Background: an optimization exercise with open tools, aiming at small area, a short achievable clock period and few clock cycles per item. Do not read the settings as production practice. At most, simulation tests tie the RTL to the original design; equivalence was not proved.

try-indigo:
Design peTop, start of the top module:
module peTop (
	input wire clk,
	input wire rstN,
	input wire cmdValid,
	input wire [2:0] cmdOp,
	input wire [16-1:0] cmdData,
	output logic cmdReady,
	output logic outValid,
	output logic [16-1:0] outData,
	input wire outReady
);
For scale: roughly 2,400 cells after synthesis, about 670 flip-flops, ~41 I/O pins, about 33,000 sq um of cells after synthesis.
==> flow/config.mk <==
export PLATFORM = sky130hd
export DESIGN_NAME = peTop
export DESIGN_NICKNAME = peTop
export VERILOG_FILES = /design/flow/design.v
export SDC_FILE = /design/flow/constraint.sdc
export NUM_CORES = 4
export LEC_CHECK = 0
export CAP_MARGIN = 20
export CORE_MARGIN = 2
export CORE_UTILIZATION = 55
export CTS_CLUSTER_DIAMETER = 80
export CTS_CLUSTER_SIZE = 25
export SLEW_MARGIN = 20
export SYNTH_HIERARCHICAL = 1
==> flow/constraint.sdc <==
create_clock -name core_clock -period 9.0 [get_ports {clk}]
set_input_delay 1.8000 -clock core_clock [delete_from_list [all_inputs] [get_ports {clk}]]
set_output_delay 1.8000 -clock core_clock [all_outputs]
set_load 0.01 [all_outputs]
standard.sh (not shown) runs the stock make flow with config.mk's settings and CLKGATE_MAP_FILE= SYNTH_SCRIPT=/design/flow/synth_recipe.tcl, a recipe that flattens the netlist after the stock synthesis.
==> flow/flow/run.sh <==
#!/bin/bash
set -euo pipefail
MARGIN=$(cat flow/margin.txt)
bash standard.sh synth > synth.log 2>&1
bash standard.sh SETUP_SLACK_MARGIN="$MARGIN" finish > layout.log 2>&1
==> flow/flow/margin.txt <==
6.0
In summary, try-indigo completed successfully, with a layout that passed the timing, design-rule and antenna checks.
Testbench counts of try-indigo, summed over its fixed seeds: cycles 7,701, results 384.
[inputs] try-cedar vs try-indigo
Settings: changing CORE_UTILIZATION from 55 to 40; changing CTS_CLUSTER_DIAMETER from 80 to 100; changing CTS_CLUSTER_SIZE from 25 to 32.
Notes after the runs:
- Taking try-indigo as the reference, in try-cedar via count of the first global-routing pass went up by 2.5%; floorplan die height now sits higher; slack of the critical path grew by 0.10 ns.
- Relative to try-indigo, maximum fanout along the worst path decreased by 4 in try-cedar.
- In the flow results for try-indigo and try-cedar, the floorplan die width is smaller on try-indigo.
- try-cedar vs. try-indigo: routed wire length on met3 went up by 530 um.
- Summary of try-cedar over try-indigo: area of all placed cells without fillers essentially unchanged.
- Compared with try-indigo, try-cedar shows a met2 track demand over resource that is 10 points lower.
- Taking try-indigo as 1.0, try-cedar lands at 1.4 on inserted tap cell count.
- As of try-cedar, filler cell count in the final layout had risen by more than half compared to try-indigo.

========
peTop, a different RTL version from the one above (not shown whole).
Size: roughly 2600 cells after synthesis, about 690 flip-flops, about 41 I/O pins, roughly 34000 um2 of cells after synthesis.
==> flow/config.mk <==
export PLATFORM = sky130hd
export DESIGN_NAME = peTop
export DESIGN_NICKNAME = peTop
export VERILOG_FILES = /design/flow/design.v
export SDC_FILE = /design/flow/constraint.sdc
export NUM_CORES = 4
export LEC_CHECK = 0
export CAP_MARGIN = 20
export CORE_MARGIN = 2
export CORE_UTILIZATION = 40
export CTS_BUF_LIST = sky130_fd_sc_hd__clkbuf_4 sky130_fd_sc_hd__clkbuf_8
export SLEW_MARGIN = 20
==> flow/constraint.sdc <==
create_clock -name core_clock -period 9.0 [get_ports {clk}]
set_input_delay 1.8000 -clock core_clock [delete_from_list [all_inputs] [get_ports {clk}]]
set_output_delay 1.8000 -clock core_clock [all_outputs]
set_load 0.01 [all_outputs]
==> flow/flow/margin.txt <==
5.8
Scripts as last shown in full above: flow/flow/run.sh
The baseline went through all stages and came out clean.
Testbench counts at the start, summed over its fixed seeds: cycles 7,708, results 384.
==> next run, changes <==
Settings changed: CTS_BUF_LIST sky130_fd_sc_hd__clkbuf_4 sky130_fd_sc_hd__clkbuf_8 to unset.
=>
- The new run ran to the end with no violations
- worst hold slack is better by 7.3 ps
- clock skew goes down by 43 ps
- first-iteration DRC count increases by 9.5%
- worst setup slack gains 150 ps
- routed wire length fell by 0.40%
- sequential share of layout area is about the same
- synthesized cell count is unchanged

========
Another version of the RTL of peTop (not shown whole).
Size: ~34,000 um^2 of cells after synthesis.
export LEC_CHECK = 0
export CAP_MARGIN = 20
export CORE_MARGIN = 2
export CORE_UTILIZATION = 40
export SLEW_MARGIN = 20
export SYNTH_HIERARCHICAL = 1
create_clock -name core_clock -period 9.0 [get_ports {clk}]
Scripts as last shown in full above: flow/flow/run.sh, flow/flow/margin.txt
Edit:
--- a/flow/config.mk
+++ b/flow/config.mk
@@ -10,0 +11,2 @@
+export CTS_CLUSTER_DIAMETER = 80
+export CTS_CLUSTER_SIZE = 25
=> Clock-buffer cell count decreases by 41. Final cell count decreases by 1.7%. Flip-flop and latch count stays the same. Critical path depth increases by 1. Die area is unchanged. Via count decreases by about 1.7%. Worst setup slack got worse by 0.013 ns. Design area decreases by about 3%.
Function was not checked in any run of this note: the RTL went through the layout flow alone.

========
## v24
peTop, a different RTL version from the one above (not shown whole).
Size in the first run: ~2400 cells after synthesis, about 670 flip-flops, roughly 41 I/O pins, roughly 0.034 mm² of cells after synthesis.
==> flow/config.mk <==
export PLATFORM = sky130hd
export DESIGN_NAME = peTop
export DESIGN_NICKNAME = peTop
export VERILOG_FILES = /design/flow/design.v
export SDC_FILE = /design/flow/constraint.sdc
export NUM_CORES = 4
export LEC_CHECK = 0
export CAP_MARGIN = 20
export CORE_MARGIN = 2
export CORE_UTILIZATION = 40
export SLEW_MARGIN = 20
==> flow/constraint.sdc <==
create_clock -name core_clock -period 9.0 [get_ports {clk}]
set_input_delay 1.8000 -clock core_clock [delete_from_list [all_inputs] [get_ports {clk}]]
set_output_delay 1.8000 -clock core_clock [all_outputs]
set_load 0.01 [all_outputs]
run.sh (not shown) runs the stock make flow with config.mk's settings and CLKGATE_MAP_FILE= SYNTH_SCRIPT=/design/flow/synth_recipe.tcl, a recipe that flattens the netlist after the stock synthesis.
Stock flow here: none of the scripts above is used.
v24 finished end to end and its layout was clean on timing, DRC and antenna.
Testbench counts of v24, summed over its fixed seeds: cycles 7,706, results 384.
Edits applied to the flow inputs when going from v24 to v28:
--- a/flow/config.mk
+++ b/flow/config.mk
@@ -6,6 +6,8 @@
 export NUM_CORES = 4
 export LEC_CHECK = 0
+export ABC_CLOCK_PERIOD_IN_PS = 3000
 export CAP_MARGIN = 20
 export CORE_MARGIN = 2
 export CORE_UTILIZATION = 40
+export SETUP_SLACK_MARGIN = 5
 export SLEW_MARGIN = 20
==> comparison <==
In terms of layout buffering overhead excluding clock cells, v28 and v24 differ only marginally. The cell area on v24 is in line with that on v28. Global-route usage came out exactly the same in v24 and v28. The higher final critical-path required period came out of v24. Looking only at worst-case setup margin in the final layout, and setting everything else aside, the lower value of v24 and v28 goes to v24. Between v24 and v28, the worst hold slack does not differ in any meaningful way. Of v24 and v28, the lower slew at the pin closest to its max-slew limit belongs to v28. v28 — path length in cells of the critical path 14 lower, v24 as reference. Between v24 and v28, the total wire length after detailed routing does not differ in any meaningful way.

========
Setup of rev 12:
peTop, a different RTL version from the one above (not shown whole).
For scale: roughly 2400 cells after synthesis, roughly 660 flip-flops, ~33000 um2 of cells after synthesis.
==> flow/config.mk <==
export PLATFORM = sky130hd
export DESIGN_NAME = peTop
export DESIGN_NICKNAME = peTop
export VERILOG_FILES = /design/flow/design.v
export SDC_FILE = /design/flow/constraint.sdc
export NUM_CORES = 4
export LEC_CHECK = 0
export CAP_MARGIN = 20
export CORE_MARGIN = 2
export CORE_UTILIZATION = 40
export CTS_CLUSTER_DIAMETER = 80
export CTS_CLUSTER_SIZE = 25
export SLEW_MARGIN = 20
export SYNTH_HIERARCHICAL = 1
==> flow/constraint.sdc <==
create_clock -name core_clock -period 9.0 [get_ports {clk}]
set_input_delay 1.8000 -clock core_clock [delete_from_list [all_inputs] [get_ports {clk}]]
set_output_delay 1.8000 -clock core_clock [all_outputs]
set_load 0.01 [all_outputs]
standard.sh (not shown) runs the stock make flow with config.mk's settings and CLKGATE_MAP_FILE= SYNTH_SCRIPT=/design/flow/synth_recipe.tcl, a recipe that flattens the netlist after the stock synthesis.
==> flow/flow/margin.txt <==
6.2
Scripts as last shown in full above: flow/flow/run.sh
Rev 12 closes out successfully: all stages finished, all timing, DRC and antenna checks passed.
## Diff of input files: rev 13 against rev 12
==> flow/flow/margin.txt <==
6.0
[summary]
- Rev 13 against rev 12: worst setup timing slack at the placement stage went up by 6.1 ps; first-iteration DRC count went up by 191.
- Looking at worst hold margin, rev 13 sits 24 ps above rev 12.
- The run showing the smaller wire length of the first global-routing pass is rev 13.
- Going from rev 12 to rev 13, utilization shows a reduction of 0.67 points; number of standard cells in the final layout excluding fillers shows a reduction of 15; largest stage delay on the critical path shows a reduction of 50 ps.
Function was not checked in any run of this note: the RTL went through the layout flow alone.

========
## job 3585
peTop with an RTL version that a note above also has.
Size in the first run: ~2400 cells after synthesis, about 670 flip-flops, ~33000 um^2 of cells after synthesis.
Settings: LEC_CHECK=0, CAP_MARGIN=20, CORE_MARGIN=2, CORE_UTILIZATION=40, CTS_CLUSTER_DIAMETER=80, CTS_CLUSTER_SIZE=25, SLEW_MARGIN=20, SYNTH_HIERARCHICAL=1; clock period 9.0 ns.
==> flow/flow/margin.txt <==
6.2
Scripts as last shown in full above: flow/flow/run.sh
Both conditions hold for job 3585: the flow ran to the end and the final layout passed the timing, design-rule and antenna checks.
Testbench counts of job 3585, summed over its fixed seeds: cycles 7,701, results 384.
Relative to job 3585, the following input files were edited for job 4402:
Settings: swapping 80 for 90 in CTS_CLUSTER_DIAMETER; swapping 25 for 28 in CTS_CLUSTER_SIZE.
==> flow/flow/margin.txt <==
6.0
[summary]
Headroom to the max-slew limit in job 4402 is 4.9 points lower than in job 3585
Job 4402 went all the way through synthesis, placement and routing and the layout is clean on timing, DRC and antenna.
rdyQ as the timing startpoint of the critical path was reported by job 4402, and outQ[12] by job 3585.
When job 4402 is measured against job 3585, its clock-buffer cell count turns out about 7.5% lower.

========
== the baseline ==
Starting RTL as in the previous note.
export LEC_CHECK = 0
export CAP_MARGIN = 20
export CORE_MARGIN = 2
export CORE_UTILIZATION = 40
export CTS_CLUSTER_DIAMETER = 80
export CTS_CLUSTER_SIZE = 25
export SLEW_MARGIN = 20
export SYNTH_HIERARCHICAL = 1
create_clock -name core_clock -period 9.0 [get_ports {clk}]
==> flow/flow/margin.txt <==
6.4
Scripts as last shown in full above: flow/flow/run.sh
Testbench counts of the baseline, summed over its fixed seeds: cycles 7,701, results 384.
### the baseline -> the candidate
==> flow/flow/margin.txt <==
6.0
[summary]
- Routed wire in the candidate totals less than in the baseline.
- Sort the baseline and the candidate by global router's overall resource usage asc -> top: the candidate
- Worst endpoint data arrival time delta for the candidate relative to the baseline: 2350 ps higher
- Re count of buffer and inverter cells on the critical path: the baseline and the candidate aren't equal, and the lower value belongs to the baseline.
- The candidate reports its worst setup path category as flip-flop to flip-flop while the baseline reports flip-flop to primary output.

[static timing again, ports no longer ideal]
The results above use ideal ports. As a check the final layouts listed here were re-extracted and re-timed, cells and wires unchanged. Step 1, drivers: a clkbuf_16 drives clk and a buf_2 each remaining input, both assumed. Step 2 also shifts input and output timing later by t, the mid clock arrival at the registers, as if the neighbouring blocks saw the same clock. Slacks: ideal ports / drivers / drivers and shift; pairs: ideal ports / drivers.
run | t (ns) | setup WS [ns] | clock arrival spread, ns | worst data-port slew with drivers (ns) | pins driven straight from the clock port
try-indigo | 0.642 | 5.910 / 5.910 / 5.504 | 0.056 / 0.056 | 0.08 | 1
try-cedar | 0.702 | 6.013 / 5.950 / 5.531 | 0.066 / 0.066 | 0.04 | 1
the first run of note 2 | 0.785 | 5.701 / 5.644 / 5.405 | 0.079 / 0.079 | 0.04 | 1
the second run of note 2 | 0.687 | 5.850 / 5.786 / 5.445 | 0.047 / 0.048 | 0.04 | 1
the first run of note 3 | 0.684 | 5.706 / 5.645 / 5.395 | 0.060 / 0.060 | 0.03 | 1
the second run of note 3 | 0.645 | 5.693 / 5.632 / 5.445 | 0.079 / 0.079 | 0.03 | 1
v24 | 0.676 | 5.078 / 5.033 / 5.078 | 0.040 / 0.040 | 0.04 | 1
v28 | 0.679 | 5.093 / 5.029 / 5.244 | 0.039 / 0.040 | 0.04 | 1
rev 12 | 0.651 | 4.803 / 4.803 / 4.803 | 0.070 / 0.069 | 0.05 | 1
rev 13 | 0.664 | 4.848 / 4.848 / 4.848 | 0.044 / 0.044 | 0.05 | 1
job 3585 | 0.655 | 6.066 / 6.001 / 5.646 | 0.049 / 0.049 | 0.04 | 1
job 4402 | 0.639 | 6.082 / 6.017 / 5.638 | 0.069 / 0.070 | 0.04 | 1
the baseline | 0.649 | 6.059 / 5.999 / 5.861 | 0.051 / 0.051 | 0.04 | 1
the candidate | 0.659 | 6.044 / 5.984 / 5.503 | 0.033 / 0.032 | 0.04 | 1
After both steps every run listed still meets setup and hold. The setup slack of the candidate, which loses most, moves by -0.060 ns with the drivers and by -0.541 ns with both steps.
